From an optimization exercise on the open Yosys and OpenROAD flow, aimed at small area; shortcuts taken in it are not production practice.
Function was checked by simulation only, so behaviour that the tests miss may differ from the original.
Power and IR drop assume default switching activity.

==> design.v <==
`timescale 1ns/1ps
module chan_cut (
  input  logic clk_i,
  input  logic arst_n_i,
  input  logic valid_i,
  input  logic ready_i,
  output logic main_load_o,
  output logic main_valid_o,
  output logic skid_valid_o
);
  logic main_valid_q;
  logic skid_valid_q;
  logic main_load;
  assign main_load = ~main_valid_q | ready_i;
  assign main_load_o  = main_load;
  assign main_valid_o = main_valid_q;
  assign skid_valid_o = skid_valid_q;
  always_ff @(posedge clk_i or negedge arst_n_i) begin
    if (!arst_n_i) begin
      main_valid_q <= 1'b0;
      skid_valid_q <= 1'b0;
    end else if (main_load) begin
      main_valid_q <= skid_valid_q | valid_i;
      skid_valid_q <= 1'b0;
    end else if (valid_i) begin
      skid_valid_q <= 1'b1;
    end
  end
endmodule
`timescale 1ns/1ps
`timescale 1ns/1ps
module borrow_from_n (
  input  logic g_n_i,
  input  logic p_n_i,
  input  logic c_n_i,
  output logic c_o
);
  assign c_o = ~(g_n_i & (p_n_i | c_n_i));
endmodule
module borrow_to_n (
  input  logic g_i,
  input  logic p_i,
  input  logic c_i,
  output logic c_n_o
);
  assign c_n_o = ~(p_i & (g_i | c_i));
endmodule
module less_than (
  input  logic [31:0] a_i,
  input  logic [31:0] a_n_i,
  input  logic [31:0] b_i,
  input  logic [31:0] b_n_i,
  output logic        lt_o
);
  logic [32:0] c;     
  logic [32:0] c_n;   
  assign c_n[1] = ~(a_n_i[0] & b_i[0]);
  for (genvar k = 1; k < 32; k++) begin : gen_bit
    if (k % 2 == 1) begin : gen_odd
      borrow_from_n i_step (
        .g_n_i (~(a_n_i[k] & b_i[k])),
        .p_n_i (~(a_n_i[k] | b_i[k])),
        .c_n_i (c_n[k]),
        .c_o   (c[k+1])
      );
    end else begin : gen_even
      borrow_to_n i_step (
        .g_i   (~(a_i[k] | b_n_i[k])),
        .p_i   (~(a_i[k] & b_n_i[k])),
        .c_i   (c[k]),
        .c_n_o (c_n[k+1])
      );
    end
  end
  assign lt_o = c[32];
endmodule
module late_nor2b (   
  input  logic a_i,
  input  logic b_i,
  output logic y_o
);
  assign y_o = ~a_i & b_i;
endmodule
module late_nand2b (   
  input  logic a_i,
  input  logic b_i,
  output logic y_o
);
  assign y_o = ~(~a_i & b_i);
endmodule
module late_nor2 (
  input  logic a_i,
  input  logic b_i,
  output logic y_o
);
  assign y_o = ~(a_i | b_i);
endmodule
module late_nand2 (
  input  logic a_i,
  input  logic b_i,
  output logic y_o
);
  assign y_o = ~(a_i & b_i);
endmodule
module late_nand3 (
  input  logic a_i,
  input  logic b_i,
  input  logic c_i,
  output logic y_o
);
  assign y_o = ~(a_i & b_i & c_i);
endmodule
module late_nand4 (
  input  logic a_i,
  input  logic b_i,
  input  logic c_i,
  input  logic d_i,
  output logic y_o
);
  assign y_o = ~(a_i & b_i & c_i & d_i);
endmodule
module addr_decoder #(
  parameter int unsigned NoRules = 4
) (
  input  logic [31:0]           addr_i,
  input  logic [NoRules*2-1:0]  map_idx_i,
  input  logic [NoRules*32-1:0] map_start_i,
  input  logic [NoRules*32-1:0] map_end_i,
  input  logic [NoRules*32-1:0] map_start_n_i,
  input  logic [NoRules*32-1:0] map_end_n_i,
  input  logic                  en_default_i,
  input  logic [1:0]            default_idx_i,
  input  logic [1:0]            tgt_i,
  input  logic                  hit_en_i,
  output logic [1:0]            sel_o,
  output logic [1:0]            hit_o   
);
  logic [31:0]        addr_n;
  logic [NoRules-1:0] below_start;
  logic [NoRules-1:0] below_end;
  for (genvar k = 0; k < 32; k++) begin : gen_addr_n
    if (k % 2 == 1 || k == 0) begin : gen_used
      assign addr_n[k] = ~addr_i[k];
    end else begin : gen_unused
      assign addr_n[k] = 1'b0;
    end
  end
  for (genvar r = 0; r < NoRules; r++) begin : gen_rule
    less_than i_lt_start (
      .a_i   (addr_i),
      .a_n_i (addr_n),
      .b_i   (map_start_i[r*32 +: 32]),
      .b_n_i (map_start_n_i[r*32 +: 32]),
      .lt_o  (below_start[r])
    );
    less_than i_lt_end (
      .a_i   (addr_i),
      .a_n_i (addr_n),
      .b_i   (map_end_i[r*32 +: 32]),
      .b_n_i (map_end_n_i[r*32 +: 32]),
      .lt_o  (below_end[r])
    );
  end
  logic [NoRules-1:0] match;
  logic [NoRules-1:0] no_match;
  logic [NoRules-1:0] idx_hit;
  logic [1:0]         dflt;
  logic               dflt_hit;
  logic               none_01;
  logic [4:0]         term_n;
  assign dflt     = en_default_i ? default_idx_i : 2'd3;
  assign dflt_hit = (dflt == tgt_i) & hit_en_i;
  for (genvar r = 0; r < NoRules; r++) begin : gen_match
    late_nor2b  i_match    (.a_i(below_start[r]), .b_i(below_end[r]), .y_o(match[r]));
    late_nand2b i_no_match (.a_i(below_start[r]), .b_i(below_end[r]), .y_o(no_match[r]));
    assign idx_hit[r] = (map_idx_i[r*2 +: 2] == tgt_i) & hit_en_i;
  end
  late_nor2  i_none_01 (.a_i(match[0]), .b_i(match[1]), .y_o(none_01));
  late_nand2 i_term_0  (.a_i(match[0]), .b_i(idx_hit[0]), .y_o(term_n[0]));
  late_nand3 i_term_1  (.a_i(no_match[0]), .b_i(match[1]), .c_i(idx_hit[1]), .y_o(term_n[1]));
  late_nand3 i_term_2  (.a_i(none_01), .b_i(match[2]), .c_i(idx_hit[2]), .y_o(term_n[2]));
  late_nand4 i_term_3  (.a_i(none_01), .b_i(no_match[2]), .c_i(match[3]), .d_i(idx_hit[3]),
                        .y_o(term_n[3]));
  late_nand4 i_term_4  (.a_i(none_01), .b_i(no_match[2]), .c_i(no_match[3]), .d_i(dflt_hit),
                        .y_o(term_n[4]));
  late_nand2 i_hit_a   (.a_i(term_n[0]), .b_i(term_n[1]), .y_o(hit_o[0]));
  late_nand3 i_hit_b   (.a_i(term_n[2]), .b_i(term_n[3]), .c_i(term_n[4]), .y_o(hit_o[1]));
  logic hit;
  always_comb begin
    hit = 1'b0;
    if (en_default_i) begin
      sel_o = default_idx_i;
    end else begin
      sel_o = 2'd3;
    end
    for (int r = 0; r < NoRules; r++) begin
      if (!hit && match[r]) begin
        hit   = 1'b1;
        sel_o = map_idx_i[r*2 +: 2];
      end
    end
  end
endmodule
`timescale 1ns/1ps
`timescale 1ns/1ps
module late_o31a (
  input  logic a1_i,
  input  logic a2_i,
  input  logic a3_i,
  input  logic b1_i,
  output logic y_o
);
  assign y_o = (a1_i | a2_i | a3_i) & b1_i;
endmodule
module lite_demux #(
  parameter int unsigned NoLanes  = 3,
  parameter int unsigned MaxTrans = 4
) (
  input  logic                 clk_i,
  input  logic                 arst_n_i,
  input  logic [31:0]          aw_addr_i,
  input  logic                 aw_valid_i,
  output logic                 aw_ready_o,
  input  logic [31:0]          w_data_i,
  input  logic [3:0]           w_strb_i,
  input  logic                 w_valid_i,
  output logic                 w_ready_o,
  output logic [1:0]           b_resp_o,
  output logic                 b_valid_o,
  input  logic                 b_ready_i,
  input  logic [31:0]          ar_addr_i,
  input  logic                 ar_valid_i,
  output logic                 ar_ready_o,
  output logic [31:0]          r_data_o,
  output logic [1:0]           r_resp_o,
  output logic                 r_valid_o,
  input  logic                 r_ready_i,
  input  logic [1:0]           aw_sel_i,
  input  logic [1:0]           ar_sel_i,
  input  logic [1:0]           aw_sel_is_tgt_i,   
  input  logic [1:0]           ar_sel_is_tgt_i,
  output logic                 w_room_o,
  output logic                 r_room_o,
  output logic [1:0]           w_tgt_o,
  output logic [1:0]           r_tgt_o,
  output logic [31:0]          m_aw_addr_o,
  output logic [NoLanes-1:0]   m_aw_valid_o,
  input  logic [NoLanes-1:0]   m_aw_ready_i,
  output logic [31:0]          m_w_data_o,
  output logic [3:0]           m_w_strb_o,
  output logic [NoLanes-1:0]   m_w_valid_o,
  input  logic [NoLanes-1:0]   m_w_ready_i,
  input  logic [NoLanes*2-1:0] m_b_resp_i,
  input  logic [NoLanes-1:0]   m_b_valid_i,
  output logic [NoLanes-1:0]   m_b_ready_o,
  output logic [31:0]          m_ar_addr_o,
  output logic [NoLanes-1:0]   m_ar_valid_o,
  input  logic [NoLanes-1:0]   m_ar_ready_i,
  input  logic [NoLanes*32-1:0] m_r_data_i,
  input  logic [NoLanes*2-1:0] m_r_resp_i,
  input  logic [NoLanes-1:0]   m_r_valid_i,
  output logic [NoLanes-1:0]   m_r_ready_o
);
  localparam int unsigned CntWidth = $clog2(MaxTrans + 1);
  localparam logic [CntWidth-1:0] MaxCnt = MaxTrans;
  logic [1:0]          w_tgt_q;
  logic [1:0]          r_tgt_q;
  logic [CntWidth-1:0] w_cnt_q;
  logic [CntWidth-1:0] r_cnt_q;
  logic w_err, r_err;
  logic b_pend, r_pend;
  logic aw_hs, ar_hs, b_hs, r_hs;
  logic w_lane_hs, ar_lane_hs;
  logic aw_main_v, aw_skid_v, w_main_v, w_skid_v, b_main_v, b_skid_v;
  logic ar_main_v, ar_skid_v, r_main_v, r_skid_v;
  logic [1:0]  b_resp_q;
  logic [1:0]  r_resp_q;
  assign w_tgt_o = w_tgt_q;
  assign r_tgt_o = r_tgt_q;
  assign w_err = (w_tgt_q >= NoLanes);
  assign r_err = (r_tgt_q >= NoLanes);
  assign b_pend = w_err & (w_cnt_q != '0);
  assign r_pend = r_err & (r_cnt_q != '0);
  assign w_room_o = (w_cnt_q != MaxCnt);
  assign r_room_o = (r_cnt_q != MaxCnt);
  logic w_early, r_early;
  assign w_early = aw_valid_i & w_valid_i & ~aw_skid_v & ~w_skid_v & ~b_pend;
  assign r_early = ar_valid_i & ~ar_skid_v & ~r_pend;
  late_o31a i_aw_hs (.a1_i(w_cnt_q == '0), .a2_i(aw_sel_is_tgt_i[0]), .a3_i(aw_sel_is_tgt_i[1]),
                     .b1_i(w_early), .y_o(aw_hs));
  late_o31a i_ar_hs (.a1_i(r_cnt_q == '0), .a2_i(ar_sel_is_tgt_i[0]), .a3_i(ar_sel_is_tgt_i[1]),
                     .b1_i(r_early), .y_o(ar_hs));
  assign aw_ready_o = aw_hs;
  assign w_ready_o  = aw_hs;
  assign ar_ready_o = ar_hs;
  assign w_lane_hs  = aw_hs & (aw_sel_i < NoLanes);
  assign ar_lane_hs = ar_hs & (ar_sel_i < NoLanes);
  assign b_valid_o = b_main_v | b_pend;
  assign r_valid_o = r_main_v | r_pend;
  assign b_resp_o  = b_resp_q | {2{w_err}};
  assign r_resp_o  = r_resp_q | {2{r_err}};
  assign b_hs = b_valid_o & b_ready_i;
  assign r_hs = r_valid_o & r_ready_i;
  logic aw_lane_ready, w_lane_ready, ar_lane_ready;
  always_comb begin
    aw_lane_ready = 1'b0;
    w_lane_ready  = 1'b0;
    ar_lane_ready = 1'b0;
    for (int l = 0; l < NoLanes; l++) begin
      aw_lane_ready |= m_aw_ready_i[l] & (w_tgt_q == l);
      w_lane_ready  |= m_w_ready_i[l]  & (w_tgt_q == l);
      ar_lane_ready |= m_ar_ready_i[l] & (r_tgt_q == l);
    end
  end
  always_comb begin
    for (int l = 0; l < NoLanes; l++) begin
      m_aw_valid_o[l] = aw_main_v & (w_tgt_q == l);
      m_w_valid_o[l]  = w_main_v  & (w_tgt_q == l);
      m_b_ready_o[l]  = ~(b_skid_v & (w_tgt_q == l));
      m_ar_valid_o[l] = ar_main_v & (r_tgt_q == l);
      m_r_ready_o[l]  = ~(r_skid_v & (r_tgt_q == l));
    end
  end
  logic [1:0]  b_in_resp;
  logic [33:0] r_in;
  always_comb begin
    b_in_resp = '0;
    r_in      = '0;
    for (int l = 0; l < NoLanes; l++) begin
      b_in_resp = b_in_resp | (m_b_resp_i[l*2 +: 2] & {2{m_b_valid_i[l]}});
      r_in      = r_in | ({m_r_data_i[l*32 +: 32], m_r_resp_i[l*2 +: 2]} & {34{m_r_valid_i[l]}});
    end
  end
  logic             aw_main_load;
  logic [31:0] aw_main_q, aw_skid_q;
  chan_cut i_aw_cut (
    .clk_i, .arst_n_i,
    .valid_i      (w_lane_hs),
    .ready_i      (aw_lane_ready),
    .main_load_o  (aw_main_load),
    .main_valid_o (aw_main_v),
    .skid_valid_o (aw_skid_v)
  );
  always_ff @(posedge clk_i) begin
    if (aw_main_load) begin
      aw_main_q <= aw_skid_v ? aw_skid_q : aw_addr_i;
    end
    if (!aw_skid_v) begin
      aw_skid_q <= aw_addr_i;
    end
  end
  assign m_aw_addr_o = aw_main_q;
  logic             w_main_load;
  logic [35:0] w_main_q, w_skid_q;
  chan_cut i_w_cut (
    .clk_i, .arst_n_i,
    .valid_i      (w_lane_hs),
    .ready_i      (w_lane_ready),
    .main_load_o  (w_main_load),
    .main_valid_o (w_main_v),
    .skid_valid_o (w_skid_v)
  );
  always_ff @(posedge clk_i) begin
    if (w_main_load) begin
      w_main_q <= w_skid_v ? w_skid_q : {w_data_i, w_strb_i};
    end
    if (!w_skid_v) begin
      w_skid_q <= {w_data_i, w_strb_i};
    end
  end
  assign {m_w_data_o, m_w_strb_o} = w_main_q;
  logic             b_main_load;
  logic [1:0] b_main_q, b_skid_q;
  chan_cut i_b_cut (
    .clk_i, .arst_n_i,
    .valid_i      (|m_b_valid_i),
    .ready_i      (b_ready_i),
    .main_load_o  (b_main_load),
    .main_valid_o (b_main_v),
    .skid_valid_o (b_skid_v)
  );
  always_ff @(posedge clk_i) begin
    if (b_main_load) begin
      b_main_q <= b_skid_v ? b_skid_q : b_in_resp;
    end
    if (!b_skid_v) begin
      b_skid_q <= b_in_resp;
    end
  end
  assign b_resp_q = b_main_q;
  logic             ar_main_load;
  logic [31:0] ar_main_q, ar_skid_q;
  chan_cut i_ar_cut (
    .clk_i, .arst_n_i,
    .valid_i      (ar_lane_hs),
    .ready_i      (ar_lane_ready),
    .main_load_o  (ar_main_load),
    .main_valid_o (ar_main_v),
    .skid_valid_o (ar_skid_v)
  );
  always_ff @(posedge clk_i) begin
    if (ar_main_load) begin
      ar_main_q <= ar_skid_v ? ar_skid_q : ar_addr_i;
    end
    if (!ar_skid_v) begin
      ar_skid_q <= ar_addr_i;
    end
  end
  assign m_ar_addr_o = ar_main_q;
  logic             r_main_load;
  logic [33:0] r_main_q, r_skid_q;
  chan_cut i_r_cut (
    .clk_i, .arst_n_i,
    .valid_i      (|m_r_valid_i),
    .ready_i      (r_ready_i),
    .main_load_o  (r_main_load),
    .main_valid_o (r_main_v),
    .skid_valid_o (r_skid_v)
  );
  always_ff @(posedge clk_i) begin
    if (r_main_load) begin
      r_main_q <= r_skid_v ? r_skid_q : r_in;
    end
    if (!r_skid_v) begin
      r_skid_q <= r_in;
    end
  end
  assign {r_data_o, r_resp_q} = r_main_q;
  always_ff @(posedge clk_i or negedge arst_n_i) begin
    if (!arst_n_i) begin
      w_tgt_q <= '0;
      r_tgt_q <= '0;
      w_cnt_q <= '0;
      r_cnt_q <= '0;
    end else begin
      if (aw_hs) begin
        w_tgt_q <= aw_sel_i;
      end
      if (ar_hs) begin
        r_tgt_q <= ar_sel_i;
      end
      case ({aw_hs, b_hs})
        2'b10:   w_cnt_q <= w_cnt_q + 1'b1;
        2'b01:   w_cnt_q <= w_cnt_q - 1'b1;
        default: w_cnt_q <= w_cnt_q;
      endcase
      case ({ar_hs, r_hs})
        2'b10:   r_cnt_q <= r_cnt_q + 1'b1;
        2'b01:   r_cnt_q <= r_cnt_q - 1'b1;
        default: r_cnt_q <= r_cnt_q;
      endcase
    end
  end
endmodule
`timescale 1ns/1ps
module xbar_unmuxed (
  input  logic          clk_i,
  input  logic          arst_n_i,
  input  logic [63:0]   s_aw_addr,
  input  logic [1:0]    s_aw_valid,
  output logic [1:0]    s_aw_ready,
  input  logic [63:0]   s_w_data,
  input  logic [7:0]    s_w_strb,
  input  logic [1:0]    s_w_valid,
  output logic [1:0]    s_w_ready,
  output logic [3:0]    s_b_resp,
  output logic [1:0]    s_b_valid,
  input  logic [1:0]    s_b_ready,
  input  logic [63:0]   s_ar_addr,
  input  logic [1:0]    s_ar_valid,
  output logic [1:0]    s_ar_ready,
  output logic [63:0]   s_r_data,
  output logic [3:0]    s_r_resp,
  output logic [1:0]    s_r_valid,
  input  logic [1:0]    s_r_ready,
  output logic [191:0]  m_aw_addr,
  output logic [5:0]    m_aw_valid,
  input  logic [5:0]    m_aw_ready,
  output logic [191:0]  m_w_data,
  output logic [23:0]   m_w_strb,
  output logic [5:0]    m_w_valid,
  input  logic [5:0]    m_w_ready,
  input  logic [11:0]   m_b_resp,
  input  logic [5:0]    m_b_valid,
  output logic [5:0]    m_b_ready,
  output logic [191:0]  m_ar_addr,
  output logic [5:0]    m_ar_valid,
  input  logic [5:0]    m_ar_ready,
  input  logic [191:0]  m_r_data,
  input  logic [11:0]   m_r_resp,
  input  logic [5:0]    m_r_valid,
  output logic [5:0]    m_r_ready,
  input  logic [7:0]    map_idx_i,
  input  logic [127:0]  map_start_i,
  input  logic [127:0]  map_end_i,
  input  logic [1:0]    en_default_mst_i,
  input  logic [3:0]    default_mst_i
);
  localparam int unsigned NoSlv = 2;
  localparam int unsigned NoMst = 3;
  logic [127:0] map_start_n;
  logic [127:0] map_end_n;
  for (genvar k = 0; k < 128; k++) begin : gen_map_n
    if (k % 2 == 0 && k % 32 != 0) begin : gen_used
      assign map_start_n[k] = ~map_start_i[k];
      assign map_end_n[k]   = ~map_end_i[k];
    end else begin : gen_unused
      assign map_start_n[k] = 1'b0;
      assign map_end_n[k]   = 1'b0;
    end
  end
  for (genvar i = 0; i < NoSlv; i++) begin : gen_slv_port
    localparam int unsigned NoLanes = (i == 0) ? 3 : 2;
    logic [1:0] aw_sel;
    logic [1:0] ar_sel;
    logic [1:0] w_tgt;
    logic [1:0] r_tgt;
    logic [1:0] aw_sel_is_tgt;
    logic [1:0] ar_sel_is_tgt;
    logic       w_room;
    logic       r_room;
    logic [NoLanes-1:0]    p_aw_valid, p_aw_ready, p_w_valid, p_w_ready;
    logic [NoLanes-1:0]    p_b_valid, p_b_ready;
    logic [NoLanes-1:0]    p_ar_valid, p_ar_ready, p_r_valid, p_r_ready;
    logic [NoLanes*2-1:0]  p_b_resp, p_r_resp;
    logic [NoLanes*32-1:0] p_r_data;
    logic [31:0]           p_aw_addr, p_w_data, p_ar_addr;
    logic [3:0]            p_w_strb;
    addr_decoder i_aw_dec (
      .addr_i        (s_aw_addr[i*32 +: 32]),
      .map_idx_i     (map_idx_i),
      .map_start_i   (map_start_i),
      .map_end_i     (map_end_i),
      .map_start_n_i (map_start_n),
      .map_end_n_i   (map_end_n),
      .en_default_i  (en_default_mst_i[i]),
      .default_idx_i (default_mst_i[i*2 +: 2]),
      .tgt_i         (w_tgt),
      .hit_en_i      (w_room),
      .sel_o         (aw_sel),
      .hit_o         (aw_sel_is_tgt)
    );
    addr_decoder i_ar_dec (
      .addr_i        (s_ar_addr[i*32 +: 32]),
      .map_idx_i     (map_idx_i),
      .map_start_i   (map_start_i),
      .map_end_i     (map_end_i),
      .map_start_n_i (map_start_n),
      .map_end_n_i   (map_end_n),
      .en_default_i  (en_default_mst_i[i]),
      .default_idx_i (default_mst_i[i*2 +: 2]),
      .tgt_i         (r_tgt),
      .hit_en_i      (r_room),
      .sel_o         (ar_sel),
      .hit_o         (ar_sel_is_tgt)
    );
    lite_demux #(.NoLanes(NoLanes)) i_demux (
      .clk_i         (clk_i),
      .arst_n_i      (arst_n_i),
      .aw_addr_i     (s_aw_addr[i*32 +: 32]),
      .aw_valid_i    (s_aw_valid[i]),
      .aw_ready_o    (s_aw_ready[i]),
      .w_data_i      (s_w_data[i*32 +: 32]),
      .w_strb_i      (s_w_strb[i*4 +: 4]),
      .w_valid_i     (s_w_valid[i]),
      .w_ready_o     (s_w_ready[i]),
      .b_resp_o      (s_b_resp[i*2 +: 2]),
      .b_valid_o     (s_b_valid[i]),
      .b_ready_i     (s_b_ready[i]),
      .ar_addr_i     (s_ar_addr[i*32 +: 32]),
      .ar_valid_i    (s_ar_valid[i]),
      .ar_ready_o    (s_ar_ready[i]),
      .r_data_o      (s_r_data[i*32 +: 32]),
      .r_resp_o      (s_r_resp[i*2 +: 2]),
      .r_valid_o     (s_r_valid[i]),
      .r_ready_i     (s_r_ready[i]),
      .aw_sel_i      (aw_sel),
      .ar_sel_i      (ar_sel),
      .aw_sel_is_tgt_i (aw_sel_is_tgt),
      .ar_sel_is_tgt_i (ar_sel_is_tgt),
      .w_tgt_o       (w_tgt),
      .w_room_o      (w_room),
      .r_room_o      (r_room),
      .r_tgt_o       (r_tgt),
      .m_aw_addr_o   (p_aw_addr),
      .m_aw_valid_o  (p_aw_valid),
      .m_aw_ready_i  (p_aw_ready),
      .m_w_data_o    (p_w_data),
      .m_w_strb_o    (p_w_strb),
      .m_w_valid_o   (p_w_valid),
      .m_w_ready_i   (p_w_ready),
      .m_b_resp_i    (p_b_resp),
      .m_b_valid_i   (p_b_valid),
      .m_b_ready_o   (p_b_ready),
      .m_ar_addr_o   (p_ar_addr),
      .m_ar_valid_o  (p_ar_valid),
      .m_ar_ready_i  (p_ar_ready),
      .m_r_data_i    (p_r_data),
      .m_r_resp_i    (p_r_resp),
      .m_r_valid_i   (p_r_valid),
      .m_r_ready_o   (p_r_ready)
    );
    for (genvar j = 0; j < NoMst; j++) begin : gen_cross_mst
      localparam int unsigned K = j*NoSlv + i;
      if (j < NoLanes) begin : gen_connected
        assign m_aw_addr[K*32 +: 32] = p_aw_addr;
        assign m_aw_valid[K]         = p_aw_valid[j];
        assign p_aw_ready[j]         = m_aw_ready[K];
        assign m_w_data[K*32 +: 32]  = p_w_data;
        assign m_w_strb[K*4 +: 4]    = p_w_strb;
        assign m_w_valid[K]          = p_w_valid[j];
        assign p_w_ready[j]          = m_w_ready[K];
        assign p_b_resp[j*2 +: 2]    = m_b_resp[K*2 +: 2];
        assign p_b_valid[j]          = m_b_valid[K];
        assign m_b_ready[K]          = p_b_ready[j];
        assign m_ar_addr[K*32 +: 32] = p_ar_addr;
        assign m_ar_valid[K]         = p_ar_valid[j];
        assign p_ar_ready[j]         = m_ar_ready[K];
        assign p_r_data[j*32 +: 32]  = m_r_data[K*32 +: 32];
        assign p_r_resp[j*2 +: 2]    = m_r_resp[K*2 +: 2];
        assign p_r_valid[j]          = m_r_valid[K];
        assign m_r_ready[K]          = p_r_ready[j];
      end else begin : gen_disconnected
        assign m_aw_addr[K*32 +: 32] = '0;
        assign m_aw_valid[K]         = 1'b0;
        assign m_w_data[K*32 +: 32]  = '0;
        assign m_w_strb[K*4 +: 4]    = '0;
        assign m_w_valid[K]          = 1'b0;
        assign m_b_ready[K]          = 1'b0;
        assign m_ar_addr[K*32 +: 32] = '0;
        assign m_ar_valid[K]         = 1'b0;
        assign m_r_ready[K]          = 1'b0;
      end
    end
  end
endmodule
==> flow/run.sh <==
#!/bin/bash
# The standard layout, with the port buffers made of the smallest buffer
# cell instead of the one buffer_ports picks by default. Every input and
# output port still gets its own buffer.
set -euo pipefail
bash standard.sh "BUFFER_PORTS_ARGS=-buffer_cell sky130_fd_sc_hd__buf_1" finish > standard.log 2>&1
==> standard.sh <==
#!/bin/bash
# synth_recipe.tcl (not shown) runs the flow's synth.tcl, then flattens the netlist and writes it again
# the make line also repeats each setting of config.mk as NAME=value (left out here)
make -C /OpenROAD-flow-scripts/flow DESIGN_CONFIG=/design/flow/config.mk WORK_HOME=/design/flow/orfs CLKGATE_MAP_FILE= SYNTH_SCRIPT=/design/flow/synth_recipe.tcl "${@:-finish}"
==> config.mk <==
export PLATFORM = sky130hd
export DESIGN_NAME = xbar_unmuxed
export DESIGN_NICKNAME = xbar_unmuxed
export VERILOG_FILES = /design/flow/design.v
export SDC_FILE = /design/flow/constraint.sdc
export NUM_CORES = 4
export LEC_CHECK = 0
export CAP_MARGIN = 20
export CORE_AREA = 5 5 535 535
export CTS_BUF_LIST = sky130_fd_sc_hd__clkbuf_8
export CTS_CLUSTER_DIAMETER = 90
export CTS_CLUSTER_SIZE = 14
export DIE_AREA = 0 0 540 540
export SETUP_SLACK_MARGIN = 0.1
export SLEW_MARGIN = 20
export SYNTH_HIERARCHICAL = 1
export SYNTH_MINIMUM_KEEP_SIZE = 0
==> constraint.sdc <==
create_clock -name core_clock -period 12.0 [get_ports {clk_i}]
set_input_delay 2.4000 -clock core_clock [delete_from_list [all_inputs] [get_ports {clk_i}]]
set_output_delay 2.4000 -clock core_clock [all_outputs]
set_load 0.01 [all_outputs]
==> results.toml, run 1 <==
[synthesis]
ys_warn_count = 10
synth_area_um2 = 38300
syn_inst = 5114
syn_area_per_cell_um2 = 7.48

[critical_path]
cp_slowest_cell = "o21ai_1"
r2r-start = "gen_slv_port[1].i_demux.w_tgt_q[1]"
cp_top_family = "compound AO/OA/AOI/OAI gates"
crit_start = "s_aw_addr[1]"
crit_path_end_kind = "output port"
cpMostUsedCell = "o21ai_1"
critPathMaxFanout = 16
path_depth = 39
path_class = "input port to output port"
max_stage_delay_ns = 0.88
worstRegToRegCells = 14
cp_data_required_time_ns = 9.60
cp_num_buf_inv = 3
crit_arrival_ns = 9.17
crit_path_start_kind = "input port"

[cells_and_area]
fillers = 32177
drive_gt1_share_pct = 7.47
mostFrequentLayoutCell = "buf_1"
multi_input_comb_area_um2 = 19200
syn2layout_area_growth_pct = 21.3
fin_nets = 6844
ff_latch_area_um2 = 14600
final_cell_mix = "1283 x buf_1, 1103 x nand2_1, 1014 x nor2_1"

[place]
dp_hpwl_um = 205000
port_buffers = 1293
pre_cts_ws_ns = 0.334
gp_congestion = 0.962

[power_and_ir_drop]
vdd_ir_drop_max_mv = 0.0939
pwr_density_cell_nw_per_um2 = 146
leakage_uw = 0.0177

[floorplan]
row_count = 194
start_util_pct = 13.7
die_x_um = 540
fp.dieH_um = 540
num_io_pins = 1440
core_um2 = 280000
dieArea_um2 = 292000

[grt]
grt_pass1_wl_um = 314000
antenna_found_initial = 170
grt_max_degree = 72
track_usage_pct = 15.9
gr-total-overflow = 0
grt_pass1_vias = 34149

[sta]
fin_crit_sh_pct = 96.4
fin_ws_ns = 0.428
slew_headroom_pct = 17.4
finClkSkew_ns = 0.118
setup_tns_ns = 0
finalCriticalPeriod_ns = 11.57
fmax_mhz = 86.4
rsz0062_at_grt = "yes"
final-hold-violation-count = 0
final-setup-viol-count = 0
maxSlewViolCount = 0
worst_pin_slew_ns = 1.24

[clock_network]
cts_tree = "yes"
cts_buffer_depth = 4
clk_latency_ns = 0.88
cts_setup_buffers = 0
clock_sink_count = 584
clkTransAtPathRegs_ns = 0.09
numCtsBuffers = 71
ctsHtreeMaxLevel = 3
hold_buffers = 0
cts-root-buf = "clkbuf_8"

[worst_hold_path]
hold_depth = 2
worstHoldStart = "gen_slv_port[0].i_demux.r_skid_q[9]"
hold_class = "flip-flop to flip-flop"

[routing]
drc_errors = 0
dr.pass1.iters = 8
wl_um = 247000
drt-wirelength-per-cell_um = 24.7
drt_iter0_markers = 4477
routed_via_density = 3.95
antenna_left = 0
vias = 39470

[run_status]
status = "no timing/DRC/antenna violations"

[run]
drv_cap = 0
==> stage by stage <==
| step | power [uW] | hold WS, ns | instances | instance area [um2] | util [%] |
|---|---|---|---|---|---|
| 2_1_floorplan | 4250 | 0.427 | 5218 | 38700 | - |
| 3_3_place_gp | 5240 | 0.442 | 9759 | 44700 | 16.0 |
| 3_5_place_dp | 5260 | 0.455 | 9759 | 44700 | 16.0 |
| 4_1_cts | 6870 | 0.455 | 9878 | 46100 | 16.5 |
| 5_1_grt | 7150 | 0.479 | 9954 | 46300 | 16.6 |
| 6_report | 6780 | 0.467 | 10003 | 46400 | 16.6 |
==> sequential cells by signal, summed over array words and instances, names as in the netlist, 4 cells and up <==
signal,flops
gen_slv_port.i_demux.w_skid_q,72
gen_slv_port.i_demux.r_cnt_q,6
gen_slv_port.i_demux.aw_skid_q,64
gen_slv_port.i_demux.r_main_q,68
gen_slv_port.i_demux.b_skid_q,4
gen_slv_port.i_demux.b_main_q,4
gen_slv_port.i_demux.w_tgt_q,4
gen_slv_port.i_demux.r_tgt_q,4
gen_slv_port.i_demux.w_cnt_q,6
gen_slv_port.i_demux.ar_skid_q,64
gen_slv_port.i_demux.aw_main_q,64
gen_slv_port.i_demux.w_main_q,72
gen_slv_port.i_demux.ar_main_q,64
gen_slv_port.i_demux.r_skid_q,68
==> worst paths after layout <==
path,to,slack (ns)
max,s_aw_ready[0],0.43
max reg2reg,gen_slv_port[1].i_demux.w_cnt_q[2],8.67
min,gen_slv_port[0].i_demux.r_skid_q[9],0.47
min in group asynchronous,gen_slv_port[1].i_demux.w_cnt_q[0],1.63
max in group asynchronous,gen_slv_port[1].i_demux.i_ar_cut.skid_valid_q,9.77
min reg2reg,gen_slv_port[0].i_demux.r_skid_q[9],0.47
==> report_power, final <==
part	leakage (uW)	switching, uW	internal, uW
clock	0.000766	915	628
sequential	0.00557	421	2470
combinational	0.0113	1640	697
total	0.0177	2980	3800
==> area by class of cell <==
cell class	instances	share of cell area [%]
multi-input cells	3852	41.3
flip-flops and latches	584	31.5
repair buffers	1355	11.5
well taps	3724	10.0
clock buffers	73	2.16
inverters	244	2.00
clock inverters	46	0.865
diodes	125	0.674
==> worst register-to-register path, delay by kind of cell (launching register included) <==
kind	cells	cell delay, ns
compound gates	3	0.68
xor+xnor	3	0.55
fa+ha+maj	2	0.58
buf+inv	3	0.34
flops	1	0.84
simple gates	3	0.28
==> what timing repair did <==
| item | in CTS | in global routing |
|---|---|---|
| hold endpoints to repair | 0 | 0 |
| gates resized for setup | 0 | 7 |
| endpoints found under the setup margin | 0 | 4 |
==> per-layer routing <==
metal | up-vias | part of all wire (%) | track usage [%]
met5 | - | 0.18 | 0
met4 | 66 | 7.8 | 10.6
met3 | 516 | 13 | 7.34
met2 | 2076 | 43 | 24.4
met1 | 18158 | 37 | 17.7
li1 | 18654 | - | -
==> run 2, diff against run 1 <==
--- a/config.mk
+++ b/config.mk
@@ -8,7 +8,7 @@
 export CAP_MARGIN = 20
 export CORE_AREA = 5 5 535 535
 export CTS_BUF_LIST = sky130_fd_sc_hd__clkbuf_8
-export CTS_CLUSTER_DIAMETER = 90
+export CTS_CLUSTER_DIAMETER = 120
 export CTS_CLUSTER_SIZE = 14
 export DIE_AREA = 0 0 540 540
 export SETUP_SLACK_MARGIN = 0.1
==> results.toml, run 2 <==
[cells_and_area]
reg.largest.list = "gen_slv_port.i_demux.w_main_q x72, gen_slv_port.i_demux.w_skid_q x72"
mostFrequentLayoutCell = "buf_1"
fin_nets = 6828
final_cell_mix = "1283 x buf_1, 1103 x nand2_1, 1014 x nor2_1"
drive_gt1_share_pct = 7.09
fin_area_um2 = 46200
final_util_pct = 16.5
syn2layout_area_growth_pct = 20.6

[sta]
final-hold-violation-count = 0
rsz0062_at_grt = "yes"
worst_pin_slew_ns = 1.16
fmax_mhz = 85.9
finalCriticalPeriod_ns = 11.65
maxSlewViolCount = 0
final-setup-viol-count = 0
fin_crit_sh_pct = 97.0
setup_tns_ns = 0
slew_headroom_pct = 23.0
finClkSkew_ns = 0.125

[routing]
routed_via_density = 3.98
wl_um = 248000
vias = 39671
drt_iter0_markers = 4666
drc_errors = 0
antenna_left = 0
dr.pass1.iters = 7
drt-wirelength-per-cell_um = 24.8

[critical_path]
max_stage_delay_ns = 0.43
cp_data_required_time_ns = 9.60
worstRegToRegCells = 14
crit_arrival_ns = 9.25
r2r-end = "gen_slv_port[1].i_demux.w_cnt_q[2]"
ff2ff_setup_slack_ns = 8.70
path_class = "input port to output port"
crit_path_start_kind = "input port"
critPathMaxFanout = 8
r2r-start = "gen_slv_port[1].i_demux.w_tgt_q[1]"
cp_slowest_cell = "o21ai_1"
crit_path_end_kind = "output port"
cpMostUsedCell = "o21ai_1"

[synthesis]
synth_area_um2 = 38300
syn_area_per_cell_um2 = 7.48
ys_warn_count = 10
syn_inst = 5114

[floorplan]
dieArea_um2 = 292000
start_util_pct = 13.7
row_count = 194
fp.dieH_um = 540
num_io_pins = 1440
core_um2 = 280000
die_x_um = 540

[power_and_ir_drop]
vdd_ir_drop_max_mv = 0.0971
power_uw = 6620
pwr_density_cell_nw_per_um2 = 143
leakage_uw = 0.0176

[clock_network]
cts-root-buf = "clkbuf_8"
clkTransAtPathRegs_ns = 0.10
ctsResizeCount = 0
cts_setup_buffers = 0
clock_sink_count = 584
cts_buffer_depth = 3
numCtsBuffers = 55
hold_buffers = 0
clk_latency_ns = 0.91
ctsHtreeMaxLevel = 2
cts_tree = "yes"

[grt]
antenna_found_initial = 172
gr-total-overflow = 0
grt_pass1_vias = 34036
grt_max_degree = 72
grt_pass1_wl_um = 314000
track_usage_pct = 15.9

[worst_hold_path]
hold_depth = 2
worstHoldEndpoint = "gen_slv_port[0].i_demux.r_skid_q[30]"
worstHoldStart = "gen_slv_port[0].i_demux.r_skid_q[30]"
hold_class = "flip-flop to flip-flop"

[place]
gp_congestion = 0.962
dpl_cell_area_um2 = 44700
port_buffers = 1293
dp_hpwl_um = 205000

[run]
drv_cap = 0

[run_status]
status = "no timing/DRC/antenna violations"
run 2: layer usage:
layer,track usage [%],share of wire (%)
met4,10.5,7.8
met1,17.7,36
met3,7.50,13
met2,24.4,43
met5,0,0.26
run 2: power by group:
group | switching (uW) | internal (uW)
Sequential | 422 | 2470
Combinational | 1650 | 697
Clock | 872 | 511
run 2: worst max-delay path by stage:
stage                 start            end  cells after the start
2_1_floorplan  s_aw_addr[1]   s_w_ready[0]                     39
3_3_place_gp   s_ar_addr[1]  s_ar_ready[0]                     39
3_5_place_dp   s_ar_addr[1]  s_ar_ready[0]                     39
4_1_cts        s_ar_addr[1]  s_ar_ready[0]                     39
5_1_grt        s_ar_addr[2]  s_ar_ready[0]                     38
6_report       s_ar_addr[0]  s_ar_ready[0]                     39
run 2: per-stage QoR:
step	std cells	worst slack, ns	hold slack [ns]
finish	9979	0.354	0.469
global route	9931	0.0230	0.469
CTS	9860	0.317	0.433
detailed placement	9759	0.334	0.455
global placement	9759	0.299	0.442
floorplan	5218	2.96	0.427
run 2: critical path, delay by kind of cell:
| kind | cells | cell delay [ns] |
|---|---|---|
| buffers and inverters | 3 | 0.73 |
| and+or+nand+nor | 4 | 0.50 |
| AOI/OAI and AO/OA | 32 | 5.60 |
run 2: area by class of cell:
cell class | count | area [um2]
Timing Repair Buffer | 1355 | 5330
Clock inverter | 41 | 304
Tap cell | 3724 | 4660
Multi-Input combinational cell | 3852 | 19200
Antenna cell | 119 | 298
Clock buffer | 60 | 826
Inverter | 244 | 927
Sequential cell | 584 | 14600
Fill cell | 32177 | 233000

==> port drivers added, routing unchanged <==
The flow's constraints put no driver on any port. The routed layouts listed below were extracted and timed again, unchanged, in two steps.
Step 1 sets driving cells, clkbuf_16 on the clock port and buf_2 on the other inputs (assumed; they add their load-dependent delay and slew).
Step 2 also shifts input and output timing later by t, the mid clock arrival at the registers, as if the neighbouring blocks saw the same clock.
a / b / c = ideal / step 1 / step 2; a / b = the first two.
run | t (ns) | setup WS [ns] | clock arrival spread, ns | pins driven straight from the clock port
run 1 | 0.926 | 0.428 / 0.399 / 0.399 | 0.147 / 0.148 | 1
run 2 | 0.939 | 0.354 / 0.323 / 0.323 | 0.134 / 0.134 | 1
After both steps setup and hold are still met in every run listed. For run 2, which loses most, drivers alone change the setup slack by -0.031 ns; drivers and shift together by -0.031 ns.
